Source: an optimization exercise on an open RTL-to-GDS flow (aim: small area, a short achievable clock period and few clock cycles per item). Production flows keep margins and buffers that such runs may drop. Function not checked in this run: the RTL went through the layout flow alone.

[design/flow/design.v]
    function automatic logic [7:0] get_byte(input logic [127:0] b, input integer n);
        get_byte = b[8*(15-n) +: 8];
    endfunction
    function automatic logic [31:0] get_word(input logic [127:0] b, input integer k);
        get_word = {get_byte(b, k + 12), get_byte(b, k + 8), get_byte(b, k + 4), get_byte(b, k)};
    endfunction
    function automatic logic [7:0] rcon(input logic [3:0] i);
        case (i)
            4'd1:    rcon = 8'h01;
            4'd2:    rcon = 8'h02;
            4'd3:    rcon = 8'h04;
            4'd4:    rcon = 8'h08;
            4'd5:    rcon = 8'h10;
            4'd6:    rcon = 8'h20;
            4'd7:    rcon = 8'h40;
            4'd8:    rcon = 8'h80;
            4'd9:    rcon = 8'h1b;
            4'd10:   rcon = 8'h36;
            default: rcon = 8'h00;
        endcase
    endfunction
`timescale 1ns/1ps
module aes_dec_regs (
    input  logic         clk,
    input  logic         avs_read_i,
    input  logic         avs_write_i,
    input  logic [3:0]   avs_address_i,
    input  logic [31:0]  avs_writedata_i,
    input  logic         decrypt_busy_i,
    input  logic         key_ready_i,
    input  logic [127:0] plaintext_i,
    output logic [31:0]  avs_readdata_o,
    output logic         avs_waitrequest_o,
    output logic         expand_start_o,
    output logic         key_write_o,
    output logic         decrypt_start_o,
    output logic [127:0] cipher_key_o,
    output logic [127:0] ciphertext_o
);
    function automatic logic [7:0] get_byte(input logic [127:0] b, input integer n);
        get_byte = b[8*(15-n) +: 8];
    endfunction
    function automatic logic [31:0] get_word(input logic [127:0] b, input integer k);
        get_word = {get_byte(b, k + 12), get_byte(b, k + 8), get_byte(b, k + 4), get_byte(b, k)};
    endfunction
    function automatic logic [7:0] rcon(input logic [3:0] i);
        case (i)
            4'd1:    rcon = 8'h01;
            4'd2:    rcon = 8'h02;
            4'd3:    rcon = 8'h04;
            4'd4:    rcon = 8'h08;
            4'd5:    rcon = 8'h10;
            4'd6:    rcon = 8'h20;
            4'd7:    rcon = 8'h40;
            4'd8:    rcon = 8'h80;
            4'd9:    rcon = 8'h1b;
            4'd10:   rcon = 8'h36;
            default: rcon = 8'h00;
        endcase
    endfunction
    logic [3:0]   addr;
    logic         sel_key;
    logic         sel_ct;
    logic         sel_exp;
    logic         sel_dec;
    logic         wr_acc;
    logic [127:0] key_q;
    logic [127:0] ct_q;
    assign addr    = avs_address_i;
    assign sel_key = (addr[3:2] == 2'd0);
    assign sel_ct  = (addr[3:2] == 2'd1);
    assign sel_exp = (addr == 4'(8));
    assign sel_dec = (addr == 4'(9));
    assign avs_waitrequest_o = (avs_read_i  && sel_key && decrypt_busy_i) ||
                               (avs_write_i && (sel_key || sel_exp) && decrypt_busy_i) ||
                               (avs_write_i && sel_dec && !key_ready_i);
    assign wr_acc          = avs_write_i && !avs_waitrequest_o;
    assign expand_start_o  = wr_acc && sel_exp;
    assign decrypt_start_o = wr_acc && sel_dec;
    assign key_write_o     = wr_acc && sel_key;
    always_ff @(posedge clk) begin
        for (int k = 0; k < 4; k++) begin
            for (int i = 0; i < 4; i++) begin
                if (wr_acc && sel_key && addr[1:0] == 2'(k)) begin
                    key_q[8*(15-(k+4*i)) +: 8] <= avs_writedata_i[8*i +: 8];
                end
                if (wr_acc && sel_ct && addr[1:0] == 2'(k)) begin
                    ct_q[8*(15-(k+4*i)) +: 8] <= avs_writedata_i[8*i +: 8];
                end
            end
        end
    end
    assign cipher_key_o = key_q;
    assign ciphertext_o = ct_q;
    always_comb begin
        avs_readdata_o = '0;
        if (sel_key) begin
            avs_readdata_o = get_word(plaintext_i, addr[1:0]);
        end
    end
endmodule
`timescale 1ns/1ps
module aes_key_expand (
    input  logic         clk,
    input  logic         rst_n,
    input  logic         expand_start_i,
    input  logic         decrypt_start_i,
    input  logic         decrypt_busy_i,
    input  logic         key_write_i,
    input  logic [127:0] cipher_key_i,
    output logic         key_ready_o,
    output logic         last_round_o,
    output logic [127:0] whiten_key_o,
    output logic [127:0] round_key_o
);
    function automatic logic [7:0] get_byte(input logic [127:0] b, input integer n);
        get_byte = b[8*(15-n) +: 8];
    endfunction
    function automatic logic [31:0] get_word(input logic [127:0] b, input integer k);
        get_word = {get_byte(b, k + 12), get_byte(b, k + 8), get_byte(b, k + 4), get_byte(b, k)};
    endfunction
    function automatic logic [7:0] rcon(input logic [3:0] i);
        case (i)
            4'd1:    rcon = 8'h01;
            4'd2:    rcon = 8'h02;
            4'd3:    rcon = 8'h04;
            4'd4:    rcon = 8'h08;
            4'd5:    rcon = 8'h10;
            4'd6:    rcon = 8'h20;
            4'd7:    rcon = 8'h40;
            4'd8:    rcon = 8'h80;
            4'd9:    rcon = 8'h1b;
            4'd10:   rcon = 8'h36;
            default: rcon = 8'h00;
        endcase
    endfunction
    localparam logic [3:0] LAST_IDX = 4'(10);
    logic [127:0] rk_q;      
    logic [3:0]   idx_q;
    logic         clean_q;   
    logic         walk;      
    logic         last;      
    logic         fast;      
    logic         fwd;       
    logic         fwd_q;     
    logic         fast_q;    
    logic         step_back;
    logic         busy_d;
    logic [3:0]   idx_d;
    logic         clean_d;
    logic [31:0]  k0, k1, k2, k3p;
    logic [31:0]  sub_in;
    logic [31:0]  sub;
    logic [31:0]  t;
    logic [127:0] nxt_key;
    assign {k0, k1, k2, k3p} = rk_q;
    assign walk      = !decrypt_busy_i && (idx_q != LAST_IDX);
    assign last      = decrypt_busy_i && (idx_q == 4'd1);
    assign fast      = last && clean_q;
    assign fwd       = walk || fast;
    assign step_back = decrypt_start_i || (decrypt_busy_i && idx_q != 4'd1);
    assign sub_in = fwd_q ? (k2 ^ k3p) : k3p;
    for (genvar i = 0; i < 4; i++) begin : g_sbox
        aes_sbox u_sbox (.x(sub_in[8*((i+3)%4) +: 8]), .y(sub[8*i +: 8]));
    end
    assign t = k0 ^ sub ^ {rcon(fwd_q ? idx_q + 4'd1 : idx_q), 24'h000000};
    assign nxt_key = {t,
                      k1 ^ (fwd ? t : k0),
                      k1 ^ k2 ^ (fwd ? t : 32'h0),
                      k2 ^ k3p ^ (fwd ? 32'h0 : k1)};
    always_comb begin
        if (expand_start_i) begin
            idx_d = 4'd0;
        end else if (step_back) begin
            idx_d = idx_q - 4'd1;
        end else if (fwd) begin
            idx_d = idx_q + 4'd1;
        end else begin
            idx_d = idx_q;
        end
    end
    assign clean_d = expand_start_i || (clean_q && !key_write_i);
    assign busy_d = decrypt_start_i || (decrypt_busy_i && !last);
    always_ff @(posedge clk) begin
        if (!rst_n) begin
            idx_q   <= LAST_IDX;
            clean_q <= 1'b0;
            fwd_q   <= 1'b0;
            fast_q  <= 1'b0;
        end else begin
            idx_q   <= idx_d;
            clean_q <= clean_d;
            fwd_q   <= (!busy_d && idx_d != LAST_IDX) || (busy_d && idx_d == 4'd1 && clean_d);
            fast_q  <= busy_d && idx_d == 4'd1 && clean_d;
        end
    end
    always_ff @(posedge clk) begin
        if (expand_start_i) begin
            rk_q <= {cipher_key_i[127:32], cipher_key_i[63:32] ^ cipher_key_i[31:0]};
        end else if (step_back || fwd) begin
            rk_q <= nxt_key;
        end
    end
    assign key_ready_o  = (idx_q == LAST_IDX) && !decrypt_busy_i;
    assign last_round_o = (idx_q == 4'd1);
    assign whiten_key_o = {k0, k1, k2, k2 ^ k3p};
    assign round_key_o  = {fast_q ? cipher_key_i[127:96] : t, k0 ^ k1, k1 ^ k2, k3p};
endmodule
`timescale 1ns/1ps
module aes_dec_core (
    input  logic         clk,
    input  logic         rst_n,
    input  logic         decrypt_start_i,
    input  logic         last_round_i,
    input  logic [127:0] ciphertext_i,
    input  logic [127:0] whiten_key_i,
    input  logic [127:0] round_key_i,
    output logic         decrypt_busy_o,
    output logic [127:0] plaintext_o
);
    function automatic logic [7:0] get_byte(input logic [127:0] b, input integer n);
        get_byte = b[8*(15-n) +: 8];
    endfunction
    function automatic logic [31:0] get_word(input logic [127:0] b, input integer k);
        get_word = {get_byte(b, k + 12), get_byte(b, k + 8), get_byte(b, k + 4), get_byte(b, k)};
    endfunction
    function automatic logic [7:0] rcon(input logic [3:0] i);
        case (i)
            4'd1:    rcon = 8'h01;
            4'd2:    rcon = 8'h02;
            4'd3:    rcon = 8'h04;
            4'd4:    rcon = 8'h08;
            4'd5:    rcon = 8'h10;
            4'd6:    rcon = 8'h20;
            4'd7:    rcon = 8'h40;
            4'd8:    rcon = 8'h80;
            4'd9:    rcon = 8'h1b;
            4'd10:   rcon = 8'h36;
            default: rcon = 8'h00;
        endcase
    endfunction
    logic         busy_q;
    logic [127:0] state_q;
    logic [127:0] gcw;
    logic [127:0] sub_in;
    logic [127:0] nxt;
    assign gcw = busy_q ? 128'h0 : (ciphertext_i ^ whiten_key_i);
    for (genvar c = 0; c < 4; c++) begin : g_imc
        aes_imc_col_g u_imc (
            .x({gcw[127-32*c-24 -: 8], gcw[127-32*c-16 -: 8],
                gcw[127-32*c-8 -: 8], gcw[127-32*c -: 8],
                busy_q,
                state_q[127-32*c-24 -: 8], state_q[127-32*c-16 -: 8],
                state_q[127-32*c-8 -: 8], state_q[127-32*c -: 8]}),
            .y({sub_in[127-32*c-24 -: 8], sub_in[127-32*c-16 -: 8],
                sub_in[127-32*c-8 -: 8], sub_in[127-32*c -: 8]})
        );
    end
    for (genvar r = 0; r < 4; r++) begin : g_row
        for (genvar c = 0; c < 4; c++) begin : g_col
            aes_inv_sbox_ark u_isbox (
                .x({round_key_i[8*(15-(r+4*c)) +: 8],
                    sub_in[8*(15-(r+4*((c+4-r)%4))) +: 8]}),
                .y(nxt[8*(15-(r+4*c)) +: 8])
            );
        end
    end
    always_ff @(posedge clk) begin
        if (!rst_n) begin
            busy_q <= 1'b0;
        end else if (decrypt_start_i) begin
            busy_q <= 1'b1;
        end else if (last_round_i) begin
            busy_q <= 1'b0;
        end
    end
    always_ff @(posedge clk) begin
        if (decrypt_start_i || busy_q) begin
            state_q <= nxt;
        end
    end
    assign decrypt_busy_o = busy_q;
    assign plaintext_o    = state_q;
endmodule
module aes_g_xor(input logic a, input logic b, output logic y);
    assign y = a ^ b;
endmodule
module aes_g_xnor(input logic a, input logic b, output logic y);
    assign y = ~(a ^ b);
endmodule
module aes_g_and(input logic a, input logic b, output logic y);
    assign y = a & b;
endmodule
module aes_g_nand(input logic a, input logic b, output logic y);
    assign y = ~(a & b);
endmodule
module aes_g_or(input logic a, input logic b, output logic y);
    assign y = a | b;
endmodule
module aes_g_nor(input logic a, input logic b, output logic y);
    assign y = ~(a | b);
endmodule
module aes_g_andn(input logic a, input logic b, output logic y);
    assign y = ~a & b;
endmodule
module aes_g_nandn(input logic a, input logic b, output logic y);
    assign y = a | ~b;
endmodule
module aes_inv_sbox_ark (
    input  logic [15:0] x,
    output logic [7:0] y
);
    logic P0, P1, P2, P3, P4, P5, P6, P7, P8, P9, P10, P11;
    logic P12, P13, P14, P15, P16, P17, P18, P19, P20, P21, P22, P23;
    logic P24, P25, P26, P27, P28, P29, M1, M2, M3, M4, M5, M6;
    logic M7, M8, M9, M10, M11, M12, M13, M14, M15, M16, M17, M18;
    logic M19, M20, M21, M22, M23, M24, M25, M26, M27, M28, M29, M30;
    logic M31, M32, M33, M34, M35, M36, M37, M38, M39, M40, M41, M42;
    logic M43, M44, M45, M46, M47, M48, M49, M50, M51, M52, M53, M54;
    logic M55, M56, M57, M58, M59, M60, M61, M62, M63, Q0, Q1, Q2;
    logic Q3, Q4, Q5, Q6, Q7, Q8, Q9, Q10, Q11, Q12, Q13, Q14;
    logic Q15, Q16, Q17, Q18, Q19, Q20, Q21, Q22, Q23, Q24, Q25, Q26;
    logic Q27, Q28, Q29, Q30, Q31, Q32, Q33, Q34, Q35, Q36, Q37, Q38;
    logic Q39, Q40, Q41, Q42;
    aes_g_xor u0 (.a(x[4]), .b(x[6]), .y(P0));
    aes_g_xor u1 (.a(x[0]), .b(x[1]), .y(P1));
    aes_g_xnor u2 (.a(x[3]), .b(x[4]), .y(P2));
    aes_g_xor u3 (.a(x[6]), .b(x[7]), .y(P3));
    aes_g_xor u4 (.a(P0), .b(P1), .y(P4));
    aes_g_xor u5 (.a(x[2]), .b(x[5]), .y(P5));
    aes_g_xor u6 (.a(x[0]), .b(x[3]), .y(P6));
    aes_g_xor u7 (.a(x[3]), .b(x[6]), .y(P7));
    aes_g_xor u8 (.a(x[7]), .b(P0), .y(P8));
    aes_g_xor u9 (.a(P1), .b(P3), .y(P9));
    aes_g_xor u10 (.a(x[1]), .b(x[2]), .y(P10));
    aes_g_xor u11 (.a(x[0]), .b(x[5]), .y(P11));
    aes_g_xor u12 (.a(x[2]), .b(x[3]), .y(P12));
    aes_g_xor u13 (.a(x[2]), .b(x[7]), .y(P13));
    aes_g_xnor u14 (.a(x[4]), .b(x[7]), .y(P14));
    aes_g_xor u15 (.a(x[1]), .b(x[5]), .y(P15));
    aes_g_xnor u16 (.a(P3), .b(P6), .y(P16));
    aes_g_xor u17 (.a(x[7]), .b(P5), .y(P17));
    aes_g_xnor u18 (.a(x[5]), .b(P2), .y(P18));
    aes_g_xor u19 (.a(P7), .b(P15), .y(P19));
    aes_g_xor u20 (.a(P1), .b(P7), .y(P20));
    aes_g_xor u21 (.a(P0), .b(P11), .y(P21));
    aes_g_xor u22 (.a(P1), .b(P2), .y(P22));
    aes_g_xnor u23 (.a(P2), .b(P10), .y(P23));
    aes_g_xnor u24 (.a(P0), .b(P5), .y(P24));
    aes_g_xnor u25 (.a(x[0]), .b(P2), .y(P25));
    aes_g_xor u26 (.a(P4), .b(P13), .y(P26));
    aes_g_xor u27 (.a(P9), .b(P12), .y(P27));
    aes_g_xor u28 (.a(x[3]), .b(P8), .y(P28));
    aes_g_xnor u29 (.a(x[5]), .b(P4), .y(P29));
    aes_g_nor u30 (.a(P9), .b(P24), .y(M1));
    aes_g_nor u31 (.a(P14), .b(P8), .y(M2));
    aes_g_xnor u32 (.a(P27), .b(M1), .y(M3));
    aes_g_nor u33 (.a(P4), .b(P17), .y(M4));
    aes_g_xor u34 (.a(M4), .b(M1), .y(M5));
    aes_g_nor u35 (.a(P22), .b(P19), .y(M6));
    aes_g_nor u36 (.a(P0), .b(P25), .y(M7));
    aes_g_xnor u37 (.a(P21), .b(M6), .y(M8));
    aes_g_nor u38 (.a(P20), .b(P29), .y(M9));
    aes_g_xor u39 (.a(M9), .b(M6), .y(M10));
    aes_g_nor u40 (.a(P2), .b(P26), .y(M11));
    aes_g_nor u41 (.a(P28), .b(P23), .y(M12));
    aes_g_xor u42 (.a(M12), .b(M11), .y(M13));
    aes_g_nor u43 (.a(P3), .b(P16), .y(M14));
    aes_g_xor u44 (.a(M14), .b(M11), .y(M15));
    aes_g_xor u45 (.a(M3), .b(M2), .y(M16));
    aes_g_xnor u46 (.a(M5), .b(P6), .y(M17));
    aes_g_xor u47 (.a(M8), .b(M7), .y(M18));
    aes_g_xor u48 (.a(M10), .b(M15), .y(M19));
    aes_g_xor u49 (.a(M16), .b(M13), .y(M20));
    aes_g_xor u50 (.a(M17), .b(M15), .y(M21));
    aes_g_xor u51 (.a(M18), .b(M13), .y(M22));
    aes_g_xnor u52 (.a(M19), .b(P18), .y(M23));
    aes_g_xnor u53 (.a(M22), .b(M23), .y(M24));
    aes_g_nand u54 (.a(M22), .b(M20), .y(M25));
    aes_g_xor u55 (.a(M21), .b(M25), .y(M26));
    aes_g_xnor u56 (.a(M20), .b(M21), .y(M27));
    aes_g_xor u57 (.a(M23), .b(M25), .y(M28));
    aes_g_nor u58 (.a(M28), .b(M27), .y(M29));
    aes_g_nor u59 (.a(M26), .b(M24), .y(M30));
    aes_g_nand u60 (.a(M20), .b(M23), .y(M31));
    aes_g_nor u61 (.a(M27), .b(M31), .y(M32));
    aes_g_xor u62 (.a(M27), .b(M25), .y(M33));
    aes_g_nand u63 (.a(M21), .b(M22), .y(M34));
    aes_g_nor u64 (.a(M24), .b(M34), .y(M35));
    aes_g_xor u65 (.a(M24), .b(M25), .y(M36));
    aes_g_xnor u66 (.a(M21), .b(M29), .y(M37));
    aes_g_xnor u67 (.a(M32), .b(M33), .y(M38));
    aes_g_xnor u68 (.a(M23), .b(M30), .y(M39));
    aes_g_xnor u69 (.a(M35), .b(M36), .y(M40));
    aes_g_xnor u70 (.a(M38), .b(M40), .y(M41));
    aes_g_xnor u71 (.a(M37), .b(M39), .y(M42));
    aes_g_xnor u72 (.a(M37), .b(M38), .y(M43));
    aes_g_xnor u73 (.a(M39), .b(M40), .y(M44));
    aes_g_xnor u74 (.a(M42), .b(M41), .y(M45));
    aes_g_nor u75 (.a(M44), .b(P24), .y(M46));
    aes_g_nor u76 (.a(M40), .b(P8), .y(M47));
    aes_g_nor u77 (.a(M39), .b(P17), .y(M48));
    aes_g_nor u78 (.a(M43), .b(P19), .y(M49));
    aes_g_nor u79 (.a(M38), .b(P25), .y(M50));
    aes_g_nor u80 (.a(M37), .b(P29), .y(M51));
    aes_g_nor u81 (.a(M42), .b(P26), .y(M52));
    aes_g_nor u82 (.a(M45), .b(P23), .y(M53));
    aes_g_nor u83 (.a(M41), .b(P16), .y(M54));
    aes_g_nor u84 (.a(M44), .b(P9), .y(M55));
    aes_g_nor u85 (.a(M40), .b(P14), .y(M56));
    aes_g_nor u86 (.a(M39), .b(P4), .y(M57));
    aes_g_nor u87 (.a(M43), .b(P22), .y(M58));
    aes_g_nor u88 (.a(M38), .b(P0), .y(M59));
    aes_g_nor u89 (.a(M37), .b(P20), .y(M60));
    aes_g_nor u90 (.a(M42), .b(P2), .y(M61));
    aes_g_nor u91 (.a(M45), .b(P28), .y(M62));
    aes_g_nor u92 (.a(M41), .b(P3), .y(M63));
    aes_g_xor u93 (.a(M52), .b(M61), .y(Q0));
    aes_g_xor u94 (.a(M58), .b(Q0), .y(Q1));
    aes_g_xor u95 (.a(M59), .b(Q1), .y(Q2));
    aes_g_xor u96 (.a(M54), .b(M62), .y(Q3));
    aes_g_xor u97 (.a(M47), .b(M50), .y(Q4));
    aes_g_xor u98 (.a(M48), .b(M56), .y(Q5));
    aes_g_xor u99 (.a(Q2), .b(Q3), .y(Q6));
    aes_g_xor u100 (.a(M57), .b(M63), .y(Q7));
    aes_g_xor u101 (.a(M60), .b(Q4), .y(Q8));
    aes_g_xor u102 (.a(M49), .b(Q5), .y(Q9));
    aes_g_xor u103 (.a(M46), .b(M51), .y(Q10));
    aes_g_xor u104 (.a(M50), .b(M53), .y(Q11));
    aes_g_xor u105 (.a(Q8), .b(Q9), .y(Q12));
    aes_g_xor u106 (.a(Q2), .b(Q11), .y(Q13));
    aes_g_xor u107 (.a(M59), .b(x[14]), .y(Q14));
    aes_g_xor u108 (.a(M54), .b(M63), .y(Q15));
    aes_g_xor u109 (.a(M48), .b(x[12]), .y(Q16));
    aes_g_xor u110 (.a(M51), .b(x[15]), .y(Q17));
    aes_g_xor u111 (.a(M57), .b(x[13]), .y(Q18));
    aes_g_xor u112 (.a(x[10]), .b(Q4), .y(Q19));
    aes_g_xor u113 (.a(M55), .b(M61), .y(Q20));
    aes_g_xor u114 (.a(Q5), .b(Q7), .y(Q21));
    aes_g_xor u115 (.a(M49), .b(Q17), .y(Q22));
    aes_g_xor u116 (.a(M55), .b(Q15), .y(Q23));
    aes_g_xor u117 (.a(M49), .b(x[9]), .y(Q24));
    aes_g_xor u118 (.a(x[8]), .b(Q7), .y(Q25));
    aes_g_xor u119 (.a(M46), .b(Q16), .y(Q26));
    aes_g_xor u120 (.a(Q10), .b(Q19), .y(Q27));
    aes_g_xor u121 (.a(Q14), .b(Q23), .y(Q28));
    aes_g_xor u122 (.a(x[11]), .b(Q10), .y(Q29));
    aes_g_xor u123 (.a(Q20), .b(Q25), .y(Q30));
    aes_g_xor u124 (.a(M62), .b(Q24), .y(Q31));
    aes_g_xor u125 (.a(Q3), .b(Q12), .y(Q32));
    aes_g_xor u126 (.a(Q21), .b(Q29), .y(Q33));
    aes_g_xor u127 (.a(Q0), .b(Q12), .y(Q34));
    aes_g_xor u128 (.a(Q1), .b(Q18), .y(Q35));
    aes_g_xor u129 (.a(Q28), .b(Q34), .y(Q36));
    aes_g_xor u130 (.a(Q32), .b(Q35), .y(Q37));
    aes_g_xor u131 (.a(Q13), .b(Q33), .y(Q38));
    aes_g_xor u132 (.a(Q13), .b(Q31), .y(Q39));
    aes_g_xor u133 (.a(Q6), .b(Q26), .y(Q40));
    aes_g_xor u134 (.a(Q6), .b(Q22), .y(Q41));
    aes_g_xor u135 (.a(Q6), .b(Q27), .y(Q42));
    assign y[0] = Q30;
    assign y[1] = Q39;
    assign y[2] = Q42;
    assign y[3] = Q38;
    assign y[4] = Q40;
    assign y[5] = Q37;
    assign y[6] = Q36;
    assign y[7] = Q41;
endmodule
module aes_sbox (
    input  logic [7:0] x,
    output logic [7:0] y
);
    logic T1, T2, T3, T4, T5, T6, T7, T8, T9, T10, T11, T12;
    logic T13, T14, T15, T16, T17, T18, T19, T20, T21, T22, T23, T24;
    logic T25, T26, T27, M1, M2, M3, M4, M5, M6, M7, M8, M9;
    logic M10, M11, M12, M13, M14, M15, M16, M17, M18, M19, M20, M21;
    logic M22, M23, M24, M25, M26, M27, M28, M29, M30, M31, M32, M33;
    logic M34, M35, M36, M37, M38, M39, M40, M41, M42, M43, M44, M45;
    logic M46, M47, M48, M49, M50, M51, M52, M53, M54, M55, M56, M57;
    logic M58, M59, M60, M61, M62, M63, L0, L1, L2, L3, L4, L5;
    logic L6, L7, L8, L9, L10, L11, L12, L13, L14, L15, L16, L17;
    logic L18, L19, L20, L21, L22, L23, L24, L25, L26, L27, L28, L29;
    logic S0, S1, S2, S3, S4, S5, S6, S7;
    aes_g_xnor u0 (.a(x[7]), .b(x[4]), .y(T1));
    aes_g_xnor u1 (.a(x[7]), .b(x[2]), .y(T2));
    aes_g_xnor u2 (.a(x[7]), .b(x[1]), .y(T3));
    aes_g_xnor u3 (.a(x[4]), .b(x[2]), .y(T4));
    aes_g_xor u4 (.a(x[3]), .b(x[1]), .y(T5));
    aes_g_xor u5 (.a(T1), .b(T5), .y(T6));
    aes_g_xor u6 (.a(x[6]), .b(x[5]), .y(T7));
    aes_g_xor u7 (.a(x[0]), .b(T6), .y(T8));
    aes_g_xnor u8 (.a(x[0]), .b(T7), .y(T9));
    aes_g_xor u9 (.a(T6), .b(T7), .y(T10));
    aes_g_xor u10 (.a(x[6]), .b(x[2]), .y(T11));
    aes_g_xor u11 (.a(x[5]), .b(x[2]), .y(T12));
    aes_g_xnor u12 (.a(T3), .b(T4), .y(T13));
    aes_g_xnor u13 (.a(T6), .b(T11), .y(T14));
    aes_g_xnor u14 (.a(T5), .b(T11), .y(T15));
    aes_g_xnor u15 (.a(T5), .b(T12), .y(T16));
    aes_g_xnor u16 (.a(T9), .b(T16), .y(T17));
    aes_g_xor u17 (.a(x[4]), .b(x[0]), .y(T18));
    aes_g_xor u18 (.a(T7), .b(T18), .y(T19));
    aes_g_xor u19 (.a(T1), .b(T19), .y(T20));
    aes_g_xor u20 (.a(x[1]), .b(x[0]), .y(T21));
    aes_g_xnor u21 (.a(T7), .b(T21), .y(T22));
    aes_g_xnor u22 (.a(T2), .b(T22), .y(T23));
    aes_g_xor u23 (.a(T2), .b(T10), .y(T24));
    aes_g_xor u24 (.a(T20), .b(T17), .y(T25));
    aes_g_xor u25 (.a(T3), .b(T16), .y(T26));
    aes_g_xor u26 (.a(T1), .b(T12), .y(T27));
    aes_g_nor u27 (.a(T13), .b(T6), .y(M1));
    aes_g_nor u28 (.a(T23), .b(T8), .y(M2));
    aes_g_xor u29 (.a(T14), .b(M1), .y(M3));
    aes_g_nand u30 (.a(T19), .b(x[0]), .y(M4));
    aes_g_xnor u31 (.a(M4), .b(M1), .y(M5));
    aes_g_nor u32 (.a(T3), .b(T16), .y(M6));
    aes_g_nor u33 (.a(T22), .b(T9), .y(M7));
    aes_g_xor u34 (.a(T26), .b(M6), .y(M8));
    aes_g_nor u35 (.a(T20), .b(T17), .y(M9));
    aes_g_xor u36 (.a(M9), .b(M6), .y(M10));
    aes_g_nor u37 (.a(T1), .b(T15), .y(M11));
    aes_g_nor u38 (.a(T4), .b(T27), .y(M12));
    aes_g_xor u39 (.a(M12), .b(M11), .y(M13));
    aes_g_nor u40 (.a(T2), .b(T10), .y(M14));
    aes_g_xor u41 (.a(M14), .b(M11), .y(M15));
    aes_g_xor u42 (.a(M3), .b(M2), .y(M16));
    aes_g_xor u43 (.a(M5), .b(T24), .y(M17));
    aes_g_xor u44 (.a(M8), .b(M7), .y(M18));
    aes_g_xor u45 (.a(M10), .b(M15), .y(M19));
    aes_g_xor u46 (.a(M16), .b(M13), .y(M20));
    aes_g_xor u47 (.a(M17), .b(M15), .y(M21));
    aes_g_xor u48 (.a(M18), .b(M13), .y(M22));
    aes_g_xor u49 (.a(M19), .b(T25), .y(M23));
    aes_g_xnor u50 (.a(M22), .b(M23), .y(M24));
    aes_g_nand u51 (.a(M22), .b(M20), .y(M25));
    aes_g_xor u52 (.a(M21), .b(M25), .y(M26));
    aes_g_xnor u53 (.a(M20), .b(M21), .y(M27));
    aes_g_xor u54 (.a(M23), .b(M25), .y(M28));
    aes_g_nor u55 (.a(M28), .b(M27), .y(M29));
    aes_g_nor u56 (.a(M26), .b(M24), .y(M30));
    aes_g_nand u57 (.a(M20), .b(M23), .y(M31));
    aes_g_nor u58 (.a(M27), .b(M31), .y(M32));
    aes_g_xor u59 (.a(M27), .b(M25), .y(M33));
    aes_g_nand u60 (.a(M21), .b(M22), .y(M34));
    aes_g_nor u61 (.a(M24), .b(M34), .y(M35));
    aes_g_xor u62 (.a(M24), .b(M25), .y(M36));
    aes_g_xnor u63 (.a(M21), .b(M29), .y(M37));
    aes_g_xnor u64 (.a(M32), .b(M33), .y(M38));
    aes_g_xor u65 (.a(M23), .b(M30), .y(M39));
    aes_g_xnor u66 (.a(M35), .b(M36), .y(M40));
    aes_g_xnor u67 (.a(M38), .b(M40), .y(M41));
    aes_g_xor u68 (.a(M37), .b(M39), .y(M42));
    aes_g_xnor u69 (.a(M37), .b(M38), .y(M43));
    aes_g_xor u70 (.a(M39), .b(M40), .y(M44));
    aes_g_xnor u71 (.a(M42), .b(M41), .y(M45));
    aes_g_nor u72 (.a(M44), .b(T6), .y(M46));
    aes_g_nor u73 (.a(M40), .b(T8), .y(M47));
    aes_g_nand u74 (.a(M39), .b(x[0]), .y(M48));
    aes_g_nor u75 (.a(M43), .b(T16), .y(M49));
    aes_g_nor u76 (.a(M38), .b(T9), .y(M50));
    aes_g_nor u77 (.a(M37), .b(T17), .y(M51));
    aes_g_nor u78 (.a(M42), .b(T15), .y(M52));
    aes_g_nor u79 (.a(M45), .b(T27), .y(M53));
    aes_g_nor u80 (.a(M41), .b(T10), .y(M54));
    aes_g_nor u81 (.a(M44), .b(T13), .y(M55));
    aes_g_nor u82 (.a(M40), .b(T23), .y(M56));
    aes_g_nand u83 (.a(M39), .b(T19), .y(M57));
    aes_g_nor u84 (.a(M43), .b(T3), .y(M58));
    aes_g_nor u85 (.a(M38), .b(T22), .y(M59));
    aes_g_nor u86 (.a(M37), .b(T20), .y(M60));
    aes_g_nor u87 (.a(M42), .b(T1), .y(M61));
    aes_g_nor u88 (.a(M45), .b(T4), .y(M62));
    aes_g_nor u89 (.a(M41), .b(T2), .y(M63));
    aes_g_xor u90 (.a(M61), .b(M62), .y(L0));
    aes_g_xor u91 (.a(M50), .b(M56), .y(L1));
    aes_g_xnor u92 (.a(M46), .b(M48), .y(L2));
    aes_g_xor u93 (.a(M47), .b(M55), .y(L3));
    aes_g_xor u94 (.a(M54), .b(M58), .y(L4));
    aes_g_xor u95 (.a(M49), .b(M61), .y(L5));
    aes_g_xor u96 (.a(M62), .b(L5), .y(L6));
    aes_g_xor u97 (.a(M46), .b(L3), .y(L7));
    aes_g_xor u98 (.a(M51), .b(M59), .y(L8));
    aes_g_xor u99 (.a(M52), .b(M53), .y(L9));
    aes_g_xor u100 (.a(M53), .b(L4), .y(L10));
    aes_g_xor u101 (.a(M60), .b(L2), .y(L11));
    aes_g_xnor u102 (.a(M48), .b(M51), .y(L12));
    aes_g_xor u103 (.a(M50), .b(L0), .y(L13));
    aes_g_xor u104 (.a(M52), .b(M61), .y(L14));
    aes_g_xor u105 (.a(M55), .b(L1), .y(L15));
    aes_g_xor u106 (.a(M56), .b(L0), .y(L16));
    aes_g_xnor u107 (.a(M57), .b(L1), .y(L17));
    aes_g_xor u108 (.a(M58), .b(L8), .y(L18));
    aes_g_xor u109 (.a(M63), .b(L4), .y(L19));
    aes_g_xor u110 (.a(L0), .b(L1), .y(L20));
    aes_g_xor u111 (.a(L1), .b(L7), .y(L21));
    aes_g_xor u112 (.a(L3), .b(L12), .y(L22));
    aes_g_xor u113 (.a(L18), .b(L2), .y(L23));
    aes_g_xor u114 (.a(L15), .b(L9), .y(L24));
    aes_g_xor u115 (.a(L6), .b(L10), .y(L25));
    aes_g_xor u116 (.a(L7), .b(L9), .y(L26));
    aes_g_xor u117 (.a(L8), .b(L10), .y(L27));
    aes_g_xor u118 (.a(L11), .b(L14), .y(L28));
    aes_g_xor u119 (.a(L11), .b(L17), .y(L29));
    aes_g_xor u120 (.a(L6), .b(L24), .y(S0));
    aes_g_xnor u121 (.a(L16), .b(L26), .y(S1));
    aes_g_xnor u122 (.a(L19), .b(L28), .y(S2));
    aes_g_xor u123 (.a(L6), .b(L21), .y(S3));
    aes_g_xor u124 (.a(L20), .b(L22), .y(S4));
    aes_g_xor u125 (.a(L25), .b(L29), .y(S5));
    aes_g_xnor u126 (.a(L13), .b(L27), .y(S6));
    aes_g_xnor u127 (.a(L6), .b(L23), .y(S7));
    assign y[0] = S7;
    assign y[1] = S6;
    assign y[2] = S5;
    assign y[3] = S4;
    assign y[4] = S3;
    assign y[5] = S2;
    assign y[6] = S1;
    assign y[7] = S0;
endmodule
module aes_imc_col_g (
    input  logic [64:0] x,
    output logic [31:0] y
);
    logic U0, U1, U2, U3, U4, U5, U6, U7, U8, U9, U10, U11;
    logic U12, U13, U14, U15, U16, U17, U18, U19, U20, U21, U22, U23;
    logic U24, U25, U26, U27, U28, U29, U30, U31, T0, T1, T2, T3;
    logic T4, T5, T6, T7, T8, T9, T10, T11, T12, T13, T14, T15;
    logic T16, T17, T18, T19, T20, T21, T22, T23, T24, T25, T26, T27;
    logic T28, T29, T30, T31, T32, T33, T34, T35, T36, T37, T38, T39;
    logic T40, T41, T42, T43, T44, T45, T46, T47, T48, T49, T50, T51;
    logic T52, T53, T54, T55, T56, T57, T58, T59, T60, T61, T62, T63;
    logic T64, T65, T66, T67, T68, T69, T70, T71, T72, T73, T74, T75;
    logic T76, T77, T78, T79, T80, T81, T82, T83, T84, T85, T86, T87;
    logic T88, T89, T90, T91, T92, T93, T94, T95, T96, T97, T98, T99;
    logic T100, T101, T102, T103, T104, T105, T106, T107, T108, T109, T110, T111;
    logic T112, T113, T114, T115, T116, T117, T118, T119, T120, T121, T122, T123;
    logic T124, T125, T126, T127, T128, T129, T130, T131, T132, T133, T134, T135;
    logic T136, T137, T138, T139, T140, T141, T142, T143, T144, T145, T146, T147;
    logic T148, T149, T150, T151, T152, T153, T154, T155, T156, T157, T158, T159;
    logic T160, T161, T162, T163, T164, T165, T166, T167, T168, T169, T170, T171;
    logic T172, T173, T174, T175, T176, T177, T178, T179, T180, T181, T182, T183;
    logic T184, T185, T186, T187, T188, T189, T190, T191, T192, T193, T194, T195;
    logic T196, T197, T198, T199, T200, T201, T202, T203, T204;
    aes_g_nand u0 (.a(x[0]), .b(x[32]), .y(U0));
    aes_g_nand u1 (.a(x[1]), .b(x[32]), .y(U1));
    aes_g_nand u2 (.a(x[2]), .b(x[32]), .y(U2));
    aes_g_nand u3 (.a(x[3]), .b(x[32]), .y(U3));
    aes_g_nand u4 (.a(x[4]), .b(x[32]), .y(U4));
    aes_g_nand u5 (.a(x[5]), .b(x[32]), .y(U5));
    aes_g_nand u6 (.a(x[6]), .b(x[32]), .y(U6));
    aes_g_nand u7 (.a(x[7]), .b(x[32]), .y(U7));
    aes_g_nand u8 (.a(x[8]), .b(x[32]), .y(U8));
    aes_g_nand u9 (.a(x[9]), .b(x[32]), .y(U9));
    aes_g_nand u10 (.a(x[10]), .b(x[32]), .y(U10));
    aes_g_nand u11 (.a(x[11]), .b(x[32]), .y(U11));
    aes_g_nand u12 (.a(x[12]), .b(x[32]), .y(U12));
    aes_g_nand u13 (.a(x[13]), .b(x[32]), .y(U13));
    aes_g_nand u14 (.a(x[14]), .b(x[32]), .y(U14));
    aes_g_nand u15 (.a(x[15]), .b(x[32]), .y(U15));
    aes_g_nand u16 (.a(x[16]), .b(x[32]), .y(U16));
    aes_g_nand u17 (.a(x[17]), .b(x[32]), .y(U17));
    aes_g_nand u18 (.a(x[18]), .b(x[32]), .y(U18));
    aes_g_nand u19 (.a(x[19]), .b(x[32]), .y(U19));
    aes_g_nand u20 (.a(x[20]), .b(x[32]), .y(U20));
    aes_g_nand u21 (.a(x[21]), .b(x[32]), .y(U21));
    aes_g_nand u22 (.a(x[22]), .b(x[32]), .y(U22));
    aes_g_nand u23 (.a(x[23]), .b(x[32]), .y(U23));
    aes_g_nand u24 (.a(x[24]), .b(x[32]), .y(U24));
    aes_g_nand u25 (.a(x[25]), .b(x[32]), .y(U25));
    aes_g_nand u26 (.a(x[26]), .b(x[32]), .y(U26));
    aes_g_nand u27 (.a(x[27]), .b(x[32]), .y(U27));
    aes_g_nand u28 (.a(x[28]), .b(x[32]), .y(U28));
    aes_g_nand u29 (.a(x[29]), .b(x[32]), .y(U29));
    aes_g_nand u30 (.a(x[30]), .b(x[32]), .y(U30));
    aes_g_nand u31 (.a(x[31]), .b(x[32]), .y(U31));
    aes_g_xor u32 (.a(U13), .b(U29), .y(T0));
    aes_g_xor u33 (.a(U5), .b(U21), .y(T1));
    aes_g_xor u34 (.a(U6), .b(U22), .y(T2));
    aes_g_xor u35 (.a(U14), .b(U30), .y(T3));
    aes_g_xor u36 (.a(T0), .b(T1), .y(T4));
    aes_g_xor u37 (.a(U7), .b(U15), .y(T5));
    aes_g_xor u38 (.a(U23), .b(U31), .y(T6));
    aes_g_xor u39 (.a(U2), .b(T3), .y(T7));
    aes_g_xor u40 (.a(U10), .b(T2), .y(T8));
    aes_g_xor u41 (.a(U17), .b(T4), .y(T9));
    aes_g_xor u42 (.a(U4), .b(U20), .y(T10));
    aes_g_xor u43 (.a(U8), .b(U24), .y(T11));
    aes_g_xor u44 (.a(U0), .b(U16), .y(T12));
    aes_g_xor u45 (.a(U11), .b(U27), .y(T13));
    aes_g_xor u46 (.a(U3), .b(U19), .y(T14));
    aes_g_xor u47 (.a(U12), .b(U28), .y(T15));
    aes_g_xor u48 (.a(U9), .b(U25), .y(T16));
    aes_g_xor u49 (.a(U26), .b(T8), .y(T17));
    aes_g_xor u50 (.a(U18), .b(T7), .y(T18));
    aes_g_xor u51 (.a(T5), .b(T10), .y(T19));
    aes_g_xor u52 (.a(U1), .b(T16), .y(T20));
    aes_g_xor u53 (.a(T2), .b(T5), .y(T21));
    aes_g_xor u54 (.a(T6), .b(T13), .y(T22));
    aes_g_xor u55 (.a(U7), .b(U23), .y(T23));
    aes_g_xor u56 (.a(U15), .b(U31), .y(T24));
    aes_g_xor u57 (.a(U7), .b(U31), .y(T25));
    aes_g_xor u58 (.a(U15), .b(U23), .y(T26));
    aes_g_xor u59 (.a(T3), .b(T12), .y(T27));
    aes_g_xor u60 (.a(T4), .b(T11), .y(T28));
    aes_g_xor u61 (.a(T14), .b(T22), .y(T29));
    aes_g_xor u62 (.a(T17), .b(T18), .y(T30));
    aes_g_xor u63 (.a(U1), .b(T9), .y(T31));
    aes_g_xor u64 (.a(U30), .b(T15), .y(T32));
    aes_g_xor u65 (.a(T6), .b(T10), .y(T33));
    aes_g_xor u66 (.a(U14), .b(T15), .y(T34));
    aes_g_xor u67 (.a(T1), .b(T13), .y(T35));
    aes_g_xor u68 (.a(T2), .b(T6), .y(T36));
    aes_g_xor u69 (.a(T11), .b(T12), .y(T37));
    aes_g_xor u70 (.a(T11), .b(T23), .y(T38));
    aes_g_xor u71 (.a(T14), .b(T16), .y(T39));
    aes_g_xor u72 (.a(T0), .b(T24), .y(T40));
    aes_g_xor u73 (.a(U11), .b(T26), .y(T41));
    aes_g_xor u74 (.a(U27), .b(T25), .y(T42));
    aes_g_xor u75 (.a(T14), .b(T40), .y(T43));
    aes_g_xor u76 (.a(U18), .b(T27), .y(T44));
    aes_g_xor u77 (.a(U6), .b(T19), .y(T45));
    aes_g_xor u78 (.a(T4), .b(T27), .y(T46));
    aes_g_xor u79 (.a(T33), .b(T34), .y(T47));
    aes_g_xor u80 (.a(T15), .b(T20), .y(T48));
    aes_g_xor u81 (.a(U22), .b(T19), .y(T49));
    aes_g_xor u82 (.a(T23), .b(T35), .y(T50));
    aes_g_xor u83 (.a(T7), .b(T12), .y(T51));
    aes_g_xor u84 (.a(U5), .b(T29), .y(T52));
    aes_g_xor u85 (.a(T28), .b(T39), .y(T53));
    aes_g_xor u86 (.a(T9), .b(T18), .y(T54));
    aes_g_xor u87 (.a(T18), .b(T38), .y(T55));
    aes_g_xor u88 (.a(T17), .b(T24), .y(T56));
    aes_g_xor u89 (.a(T9), .b(T17), .y(T57));
    aes_g_xor u90 (.a(U21), .b(T29), .y(T58));
    aes_g_xor u91 (.a(U2), .b(U19), .y(T59));
    aes_g_xor u92 (.a(U3), .b(U18), .y(T60));
    aes_g_xor u93 (.a(U12), .b(U21), .y(T61));
    aes_g_xor u94 (.a(U4), .b(U28), .y(T62));
    aes_g_xor u95 (.a(U11), .b(U28), .y(T63));
    aes_g_xor u96 (.a(U3), .b(U20), .y(T64));
    aes_g_xor u97 (.a(U1), .b(U25), .y(T65));
    aes_g_xor u98 (.a(U5), .b(U28), .y(T66));
    aes_g_xor u99 (.a(U9), .b(U26), .y(T67));
    aes_g_xor u100 (.a(U20), .b(U29), .y(T68));
    aes_g_xor u101 (.a(U17), .b(U25), .y(T69));
    aes_g_xor u102 (.a(U0), .b(U8), .y(T70));
    aes_g_xor u103 (.a(U8), .b(U16), .y(T71));
    aes_g_xor u104 (.a(U9), .b(U24), .y(T72));
    aes_g_xor u105 (.a(U16), .b(U24), .y(T73));
    aes_g_xor u106 (.a(U4), .b(U19), .y(T74));
    aes_g_xor u107 (.a(U3), .b(U27), .y(T75));
    aes_g_xor u108 (.a(U1), .b(U9), .y(T76));
    aes_g_xor u109 (.a(U7), .b(U22), .y(T77));
    aes_g_xor u110 (.a(U6), .b(U15), .y(T78));
    aes_g_xor u111 (.a(T1), .b(T78), .y(T79));
    aes_g_xor u112 (.a(x[43]), .b(T67), .y(T80));
    aes_g_xor u113 (.a(U19), .b(T63), .y(T81));
    aes_g_xor u114 (.a(x[50]), .b(T3), .y(T82));
    aes_g_xor u115 (.a(U20), .b(T66), .y(T83));
    aes_g_xor u116 (.a(x[55]), .b(T3), .y(T84));
    aes_g_xor u117 (.a(T25), .b(T73), .y(T85));
    aes_g_xor u118 (.a(U24), .b(T26), .y(T86));
    aes_g_xor u119 (.a(x[38]), .b(T61), .y(T87));
    aes_g_xor u120 (.a(U31), .b(x[56]), .y(T88));
    aes_g_xor u121 (.a(x[57]), .b(T25), .y(T89));
    aes_g_xor u122 (.a(x[53]), .b(T74), .y(T90));
    aes_g_xor u123 (.a(U26), .b(x[60]), .y(T91));
    aes_g_xor u124 (.a(x[42]), .b(T71), .y(T92));
    aes_g_xor u125 (.a(x[36]), .b(T59), .y(T93));
    aes_g_xor u126 (.a(U0), .b(T72), .y(T94));
    aes_g_xor u127 (.a(x[48]), .b(T0), .y(T95));
    aes_g_xor u128 (.a(x[52]), .b(T13), .y(T96));
    aes_g_xor u129 (.a(T26), .b(T70), .y(T97));
    aes_g_xor u130 (.a(x[61]), .b(T75), .y(T98));
    aes_g_xor u131 (.a(U13), .b(T3), .y(T99));
    aes_g_xor u132 (.a(U23), .b(T0), .y(T100));
    aes_g_xor u133 (.a(x[35]), .b(T76), .y(T101));
    aes_g_xor u134 (.a(T3), .b(T16), .y(T102));
    aes_g_xor u135 (.a(x[37]), .b(T64), .y(T103));
    aes_g_xor u136 (.a(U13), .b(x[62]), .y(T104));
    aes_g_xor u137 (.a(U13), .b(x[47]), .y(T105));
    aes_g_xor u138 (.a(U17), .b(T2), .y(T106));
    aes_g_xor u139 (.a(U16), .b(x[33]), .y(T107));
    aes_g_xor u140 (.a(U10), .b(x[44]), .y(T108));
    aes_g_xor u141 (.a(U12), .b(T68), .y(T109));
    aes_g_xor u142 (.a(U29), .b(x[63]), .y(T110));
    aes_g_xor u143 (.a(U0), .b(x[49]), .y(T111));
    aes_g_xor u144 (.a(U26), .b(T60), .y(T112));
    aes_g_xor u145 (.a(x[59]), .b(T65), .y(T113));
    aes_g_xor u146 (.a(x[51]), .b(T69), .y(T114));
    aes_g_xor u147 (.a(U25), .b(T36), .y(T115));
    aes_g_xor u148 (.a(T22), .b(T93), .y(T116));
    aes_g_xor u149 (.a(x[58]), .b(T21), .y(T117));
    aes_g_xor u150 (.a(U12), .b(T19), .y(T118));
    aes_g_xor u151 (.a(T20), .b(T98), .y(T119));
    aes_g_xor u152 (.a(T77), .b(T95), .y(T120));
    aes_g_xor u153 (.a(T32), .b(T105), .y(T121));
    aes_g_xor u154 (.a(T21), .b(T96), .y(T122));
    aes_g_xor u155 (.a(T21), .b(T107), .y(T123));
    aes_g_xor u156 (.a(U4), .b(T87), .y(T124));
    aes_g_xor u157 (.a(U8), .b(T89), .y(T125));
    aes_g_xor u158 (.a(T36), .b(T111), .y(T126));
    aes_g_xor u159 (.a(T80), .b(T106), .y(T127));
    aes_g_xor u160 (.a(U29), .b(T84), .y(T128));
    aes_g_xor u161 (.a(x[46]), .b(T109), .y(T129));
    aes_g_xor u162 (.a(T20), .b(T85), .y(T130));
    aes_g_xor u163 (.a(T33), .b(T81), .y(T131));
    aes_g_xor u164 (.a(x[34]), .b(T97), .y(T132));
    aes_g_xor u165 (.a(T41), .b(T91), .y(T133));
    aes_g_xor u166 (.a(T32), .b(T100), .y(T134));
    aes_g_xor u167 (.a(T8), .b(T113), .y(T135));
    aes_g_xor u168 (.a(T4), .b(T82), .y(T136));
    aes_g_xor u169 (.a(x[39]), .b(T99), .y(T137));
    aes_g_xor u170 (.a(T42), .b(T108), .y(T138));
    aes_g_xor u171 (.a(T41), .b(T103), .y(T139));
    aes_g_xor u172 (.a(T1), .b(T88), .y(T140));
    aes_g_xor u173 (.a(x[41]), .b(T86), .y(T141));
    aes_g_xor u174 (.a(T37), .b(T112), .y(T142));
    aes_g_xor u175 (.a(x[54]), .b(T83), .y(T143));
    aes_g_xor u176 (.a(T8), .b(T37), .y(T144));
    aes_g_xor u177 (.a(T62), .b(T104), .y(T145));
    aes_g_xor u178 (.a(T42), .b(T90), .y(T146));
    aes_g_xor u179 (.a(T34), .b(T110), .y(T147));
    aes_g_xor u180 (.a(x[40]), .b(T79), .y(T148));
    aes_g_xor u181 (.a(x[45]), .b(T20), .y(T149));
    aes_g_xor u182 (.a(T43), .b(T124), .y(T150));
    aes_g_xor u183 (.a(T32), .b(T140), .y(T151));
    aes_g_xor u184 (.a(T48), .b(T146), .y(T152));
    aes_g_xor u185 (.a(T21), .b(T147), .y(T153));
    aes_g_xor u186 (.a(T45), .b(T134), .y(T154));
    aes_g_xor u187 (.a(T50), .b(T129), .y(T155));
    aes_g_xor u188 (.a(T118), .b(T119), .y(T156));
    aes_g_xor u189 (.a(T45), .b(T128), .y(T157));
    aes_g_xor u190 (.a(T44), .b(T138), .y(T158));
    aes_g_xor u191 (.a(T43), .b(T143), .y(T159));
    aes_g_xor u192 (.a(T21), .b(T121), .y(T160));
    aes_g_xnor u193 (.a(T28), .b(T123), .y(T161));
    aes_g_xor u194 (.a(T94), .b(T117), .y(T162));
    aes_g_xnor u195 (.a(T28), .b(T126), .y(T163));
    aes_g_xor u196 (.a(T50), .b(T145), .y(T164));
    aes_g_xor u197 (.a(T48), .b(T139), .y(T165));
    aes_g_xor u198 (.a(T122), .b(T142), .y(T166));
    aes_g_xnor u199 (.a(T47), .b(T148), .y(T167));
    aes_g_xor u200 (.a(T92), .b(T115), .y(T168));
    aes_g_xor u201 (.a(T131), .b(T149), .y(T169));
    aes_g_xor u202 (.a(T116), .b(T144), .y(T170));
    aes_g_xnor u203 (.a(T130), .b(T136), .y(T171));
    aes_g_xor u204 (.a(T9), .b(T102), .y(T172));
    aes_g_xnor u205 (.a(T46), .b(T141), .y(T173));
    aes_g_xnor u206 (.a(T47), .b(T120), .y(T174));
    aes_g_xor u207 (.a(T44), .b(T101), .y(T175));
    aes_g_xnor u208 (.a(T46), .b(T125), .y(T176));
    aes_g_xor u209 (.a(T51), .b(T114), .y(T177));
    aes_g_xor u210 (.a(T51), .b(T133), .y(T178));
    aes_g_xor u211 (.a(T49), .b(T137), .y(T179));
    aes_g_xnor u212 (.a(x[64]), .b(T154), .y(T180));
    aes_g_xnor u213 (.a(T53), .b(T178), .y(T181));
    aes_g_xnor u214 (.a(T56), .b(T175), .y(T182));
    aes_g_xnor u215 (.a(T31), .b(T162), .y(T183));
    aes_g_xnor u216 (.a(T57), .b(T156), .y(T184));
    aes_g_xnor u217 (.a(T57), .b(T169), .y(T185));
    aes_g_xnor u218 (.a(T31), .b(T170), .y(T186));
    aes_g_xnor u219 (.a(T30), .b(T164), .y(T187));
    aes_g_xnor u220 (.a(T58), .b(T160), .y(T188));
    aes_g_xnor u221 (.a(T31), .b(T166), .y(T189));
    aes_g_xnor u222 (.a(T56), .b(T177), .y(T190));
    aes_g_xnor u223 (.a(T49), .b(T151), .y(T191));
    aes_g_xnor u224 (.a(T30), .b(T155), .y(T192));
    aes_g_xnor u225 (.a(T132), .b(T172), .y(T193));
    aes_g_xnor u226 (.a(T52), .b(T179), .y(T194));
    aes_g_xnor u227 (.a(T54), .b(T152), .y(T195));
    aes_g_xnor u228 (.a(T58), .b(T157), .y(T196));
    aes_g_xnor u229 (.a(T30), .b(T159), .y(T197));
    aes_g_xnor u230 (.a(T55), .b(T127), .y(T198));
    aes_g_xnor u231 (.a(T55), .b(T135), .y(T199));
    aes_g_xnor u232 (.a(T54), .b(T165), .y(T200));
    aes_g_xnor u233 (.a(T52), .b(T153), .y(T201));
    aes_g_xnor u234 (.a(T30), .b(T150), .y(T202));
    aes_g_xnor u235 (.a(T31), .b(T168), .y(T203));
    aes_g_xnor u236 (.a(T53), .b(T158), .y(T204));
    assign y[0] = T161;
    assign y[1] = T193;
    assign y[2] = T182;
    assign y[3] = T186;
    assign y[4] = T200;
    assign y[5] = T202;
    assign y[6] = T194;
    assign y[7] = T167;
    assign y[8] = T173;
    assign y[9] = T203;
    assign y[10] = T198;
    assign y[11] = T204;
    assign y[12] = T185;
    assign y[13] = T192;
    assign y[14] = T188;
    assign y[15] = T174;
    assign y[16] = T163;
    assign y[17] = T171;
    assign y[18] = T190;
    assign y[19] = T189;
    assign y[20] = T195;
    assign y[21] = T197;
    assign y[22] = T196;
    assign y[23] = T191;
    assign y[24] = T176;
    assign y[25] = T183;
    assign y[26] = T199;
    assign y[27] = T181;
    assign y[28] = T184;
    assign y[29] = T187;
    assign y[30] = T201;
    assign y[31] = T180;
endmodule
`timescale 1ns/1ps
module aes_dec_top (
    input  logic        clk,
    input  logic        rst_n,
    input  logic        avs_read_i,
    input  logic        avs_write_i,
    input  logic [3:0]  avs_address_i,
    input  logic [31:0] avs_writedata_i,
    output logic [31:0] avs_readdata_o,
    output logic        avs_waitrequest_o
);
    logic         expand_start;
    logic         key_write;
    logic         decrypt_start;
    logic         decrypt_busy;
    logic         key_ready;
    logic         last_round;
    logic [127:0] cipher_key;
    logic [127:0] ciphertext;
    logic [127:0] plaintext;
    logic [127:0] whiten_key;
    logic [127:0] round_key;
    aes_dec_regs i_aes_dec_regs (
        .clk               (clk),
        .avs_read_i        (avs_read_i),
        .avs_write_i       (avs_write_i),
        .avs_address_i     (avs_address_i),
        .avs_writedata_i   (avs_writedata_i),
        .decrypt_busy_i    (decrypt_busy),
        .key_ready_i       (key_ready),
        .plaintext_i       (plaintext),
        .avs_readdata_o    (avs_readdata_o),
        .avs_waitrequest_o (avs_waitrequest_o),
        .expand_start_o    (expand_start),
        .key_write_o       (key_write),
        .decrypt_start_o   (decrypt_start),
        .cipher_key_o      (cipher_key),
        .ciphertext_o      (ciphertext)
    );
    aes_key_expand i_aes_key_expand (
        .clk             (clk),
        .rst_n           (rst_n),
        .expand_start_i  (expand_start),
        .decrypt_start_i (decrypt_start),
        .decrypt_busy_i  (decrypt_busy),
        .key_write_i     (key_write),
        .cipher_key_i    (cipher_key),
        .key_ready_o     (key_ready),
        .last_round_o    (last_round),
        .whiten_key_o    (whiten_key),
        .round_key_o     (round_key)
    );
    aes_dec_core i_aes_dec_core (
        .clk             (clk),
        .rst_n           (rst_n),
        .decrypt_start_i (decrypt_start),
        .last_round_i    (last_round),
        .ciphertext_i    (ciphertext),
        .whiten_key_i    (whiten_key),
        .round_key_i     (round_key),
        .decrypt_busy_o  (decrypt_busy),
        .plaintext_o     (plaintext)
    );
endmodule
[design/flow/config.mk]
export PLATFORM = sky130hd
export DESIGN_NAME = aes_dec_top
export DESIGN_NICKNAME = aes_dec_top
export VERILOG_FILES = /design/flow/design.v
export SDC_FILE = /design/flow/constraint.sdc
export NUM_CORES = 8
export LEC_CHECK = 0
export CAP_MARGIN = 20
export CORE_MARGIN = 2
export CORE_UTILIZATION = 30
export SETUP_SLACK_MARGIN = 1.4
export SLEW_MARGIN = 20
export SYNTH_HIERARCHICAL = 1
[design/flow/run.sh]
#!/bin/bash
# synth_recipe.tcl (not shown) runs the flow's synth.tcl, then flattens the netlist and writes it again
# the make line also repeats each setting of config.mk as NAME=value (left out here)
make -C /OpenROAD-flow-scripts/flow DESIGN_CONFIG=/design/flow/config.mk WORK_HOME=/design/flow/orfs CLKGATE_MAP_FILE= SYNTH_SCRIPT=/design/flow/synth_recipe.tcl finish
[design/flow/constraint.sdc]
create_clock -name core_clock -period 9.0 [get_ports {clk}]
set_input_delay 1.8000 -clock core_clock [delete_from_list [all_inputs] [get_ports {clk}]]
set_output_delay 1.8000 -clock core_clock [all_outputs]
set_load 0.01 [all_outputs]
==> summary.txt <==
outcome=complete, no violations; Final Cycle Share=0.824; first-pass GRT wire length=265 mm; Yosys reg bits=520; CTS H-tree depth=3; core area=179,000 um^2; Req. time, crit path=9380 ps; min-delay worst type=register to register; Layout Skew=37.5 ps; min Tclk post-route=7410 ps; max layer used=met5; R2R Path Start=i_aes_dec_core.busy_q; routed length on met2=88.6 mm; Initial Util=0.302; CP Launch Type=register; routed wire length=187 mm; Worst Path Arrival=7800 ps; Seq/Total Area, Yosys=0.287; Distinct cells, synth=61; CTS Buf Count=66; metal3 WL=13.6 mm; router iterations before antenna repair=8; Die Y-Extent=428 um; PortBufs=72; Setup crit start=i_aes_dec_core.busy_q; vias per cell=4.76; CP endpoint=i_aes_dec_core.state_q[11]; RSZ-0062 raised after global routing=true; CTS root buffer=clkbuf_16; Slew Limit Fails=0; cell row count=155; share of layout cells above drive strength 1=0.110; # IOs=73; number of global-route vias before repair=37,600; Final Setup Violations=0; GR Util All Layers=0.196; clock slew seen by the registers of the worst setup and hold paths=60 ps; R2R setup slack=1590 ps; Post-Syn Area=54,000 um^2; die width=428 um; initial DRC count=3,680; Syn Inst Count=5,670; DP Wirelength=150 mm; max_slew headroom=0.223; post-route ant nets=0; Final Hold Vio Count=0; hold buffer count at cts=0; MaxCap Viol Count=0; largest net degree at the start of global routing=94; M1 wire length=77.7 mm; Ys Warns=9; fillers=18,100; R2R cell count=26; Post-synth EDFFs=512; Syn Area/Cell=9.53 um^2; fmax=135 MHz; clock insertion delay at the later pin of the skew report=650 ps; clock sink count=520; drt wl/cell=23.4 um; Residual DRC=0; via count=38,000; Nets=5,635; most common flop cell mapped by yosys=edfxtp_1; Die Area=184,000 um^2; Setup CP Type=register to register; gpl congestion=0.983; Post-synth ARST share=0; Critical R2R Capture=i_aes_dec_core.state_q[11]; initial antenna violation count=4; Slew @ Worst Pin=1160 ps; net count after synthesis=5,718; GRT overflow=0; Setup TNS=0 ps; CP Max Fanout=40; synth-to-layout area growth=12.5%; TritonCTS clock tree=yes; Longest Clk Path Bufs=3; CP Capture Type=register
[logic make-up (layout without fill, tap and decap cells)]
family | count (synthesis) | count (layout) | share of synthesized area
AND/OR/NAND/NOR | 1281 | 1281 | 0.0947
AO/OA/AOI/OAI | 149 | 149 | 0.0156
other | 0 | 1 | 0
flip-flops | 520 | 520 | 0.287
buffers and inverters | 375 | 342 | 0.0487
multiplexers | 86 | 86 | 0.0247
adder cells (fa/ha/maj) | 8 | 8 | 0.00185
XOR/XNOR | 3251 | 3251 | 0.527
[worst min path at each step]
stage | start | end | slack, ps | cells after the start
2_1_floorplan | i_aes_dec_regs.key_q[91] | i_aes_key_expand.rk_q[91] | 500 | 2
3_3_place_gp | i_aes_dec_regs.key_q[82] | i_aes_key_expand.rk_q[82] | 500 | 2
3_5_place_dp | i_aes_dec_regs.key_q[68] | i_aes_key_expand.rk_q[68] | 510 | 2
4_1_cts | i_aes_dec_regs.key_q[68] | i_aes_key_expand.rk_q[68] | 530 | 2
5_1_grt | i_aes_dec_regs.key_q[79] | i_aes_key_expand.rk_q[79] | 550 | 2
6_report | i_aes_dec_regs.key_q[64] | i_aes_key_expand.rk_q[64] | 520 | 2
[per-stage QoR]
stage	worst slack, ps	hold slack [ps]	utilization	instance area, um^2	cells
after floorplan	1590	498	-	54000	5670
after global routing	1260	549	0.340	60800	7992
after global placement	720	504	0.314	56100	7857
final	1590	524	0.340	60800	7993
after detailed placement	524	514	0.314	56200	7858
after CTS	1470	527	0.329	58800	7980
[layout by cell type (no fill, tap or decap), drive strengths merged, types with 21 or more instances in the layout]
master / Yosys / routed
nor2b: 41 / 41
mux4: 32 / 32
nand2: 427 / 427
xnor2: 793 / 793
o21ai: 111 / 111
edfxtp: 512 / 512
clkbuf: 37 / 82
nor2: 753 / 753
buf: 325 / 141
clkinv: 0 / 21
clkdlybuf4s50: 0 / 70
xor2: 2458 / 2458
mux2: 52 / 52
[worst max-delay path, cell delays in order, from the launching register on]
cell and delay (ps):
dfxtp_4 370, buf_12 170, buf_12 220, nand2_1 280, xor2_4 380, xor2_1 300
xor2_1 370, xor2_1 430, xnor2_2 240, xor2_2 320, xor2_1 390, xor2_1 270
nor2_1 100, xor2_1 250, xor2_1 310, nand2_1 220, xor2_1 220, nor2_1 70
xnor2_1 380, xnor2_1 200, nor2_1 220, xor2_1 280, xor2_1 300, xor2_1 290
xor2_1 290, xor2_1 120, buf_4 160
[cells in the mapped netlist, drive strengths merged (12+ instances only)]
master     n  area share
buf      325       0.045
clkbuf    37      0.0026
edfxtp   512        0.28
inv       13     0.00090
mux2      52       0.011
mux4      32       0.014
nand2    427       0.030
nor2     753       0.052
nor2b     41      0.0047
nor3      12      0.0011
o21ai    111       0.010
xnor2    793        0.13
xor2    2458        0.40
[modules after synthesis, one instance, submodules excluded, excerpt]
module / cells / times used
aes_imc_col_g: 32 / 4
aes_g_xor: 1 / 2220
aes_dec_regs: 355 / 1
aes_g_nand: 1 / 200
aes_dec_core: 402 / 1
aes_g_xnor: 1 / 608
aes_sbox: 8 / 4
aes_g_nor: 1 / 608
[per-layer routing]
metal	track usage	vias to the layer above
met4	0.0661	6
met5	0	-
met2	0.329	1461
met3	0.0315	300
met1	0.256	18900
li1	-	17400
[area by class of cell]
cell class / instances / area, um^2 / area share
multi-input combinational: 4775 / 38300 / 0.630
sequential: 520 / 15500 / 0.256
tap: 2355 / 2950 / 0.0485
timing repair buffer: 211 / 1880 / 0.0310
clock buffer: 82 / 1730 / 0.0285
clock inverter: 36 / 312 / 0.00513
inverter: 13 / 48.8 / 0.000803
antenna: 1 / 2.50 / 0.0000412
[sequential cells by signal, indices dropped and copies added, names as in the netlist]
signal	cells
i_aes_dec_core.busy_q	1
i_aes_dec_core.state_q	128
i_aes_dec_regs.ct_q	128
i_aes_dec_regs.key_q	128
i_aes_key_expand.clean_q	1
i_aes_key_expand.fast_q	1
i_aes_key_expand.fwd_q	1
i_aes_key_expand.idx_q	4
i_aes_key_expand.rk_q	128
[repair_timing]
action | CTS | global route
pin swaps | 0 | 13
endpoints found under the setup margin | 121 | 110
buffers inserted | 4 | 11
resized for setup | 68 | 239

[afterwards: timing with drivers on the ports]
How much do the figures lean on ideal ports? The routed layout below was timed once more, with nothing changed but the port constraints. Step 1, drivers: a clkbuf_16 drives clk and a buf_2 each remaining input, both assumed. Step 2 times the ports against the registers' clock, not the clock port: input delays grow and output delays shrink by t, the midpoint of the rising clock arrivals with the driver on. Slacks: ideal ports / drivers / drivers and shift; pairs: ideal ports / drivers.
t (ns): 0.719
setup WS [ns]: 1.587 / 1.587 / 1.587
slew at the worst register clock pin (ns): 0.06 / 0.06
worst data-port slew with drivers (ns): 0.04
After both steps setup and hold are still met in this run. The setup slack of this run moves by 0.000 ns with the drivers and by 0.000 ns with both steps.
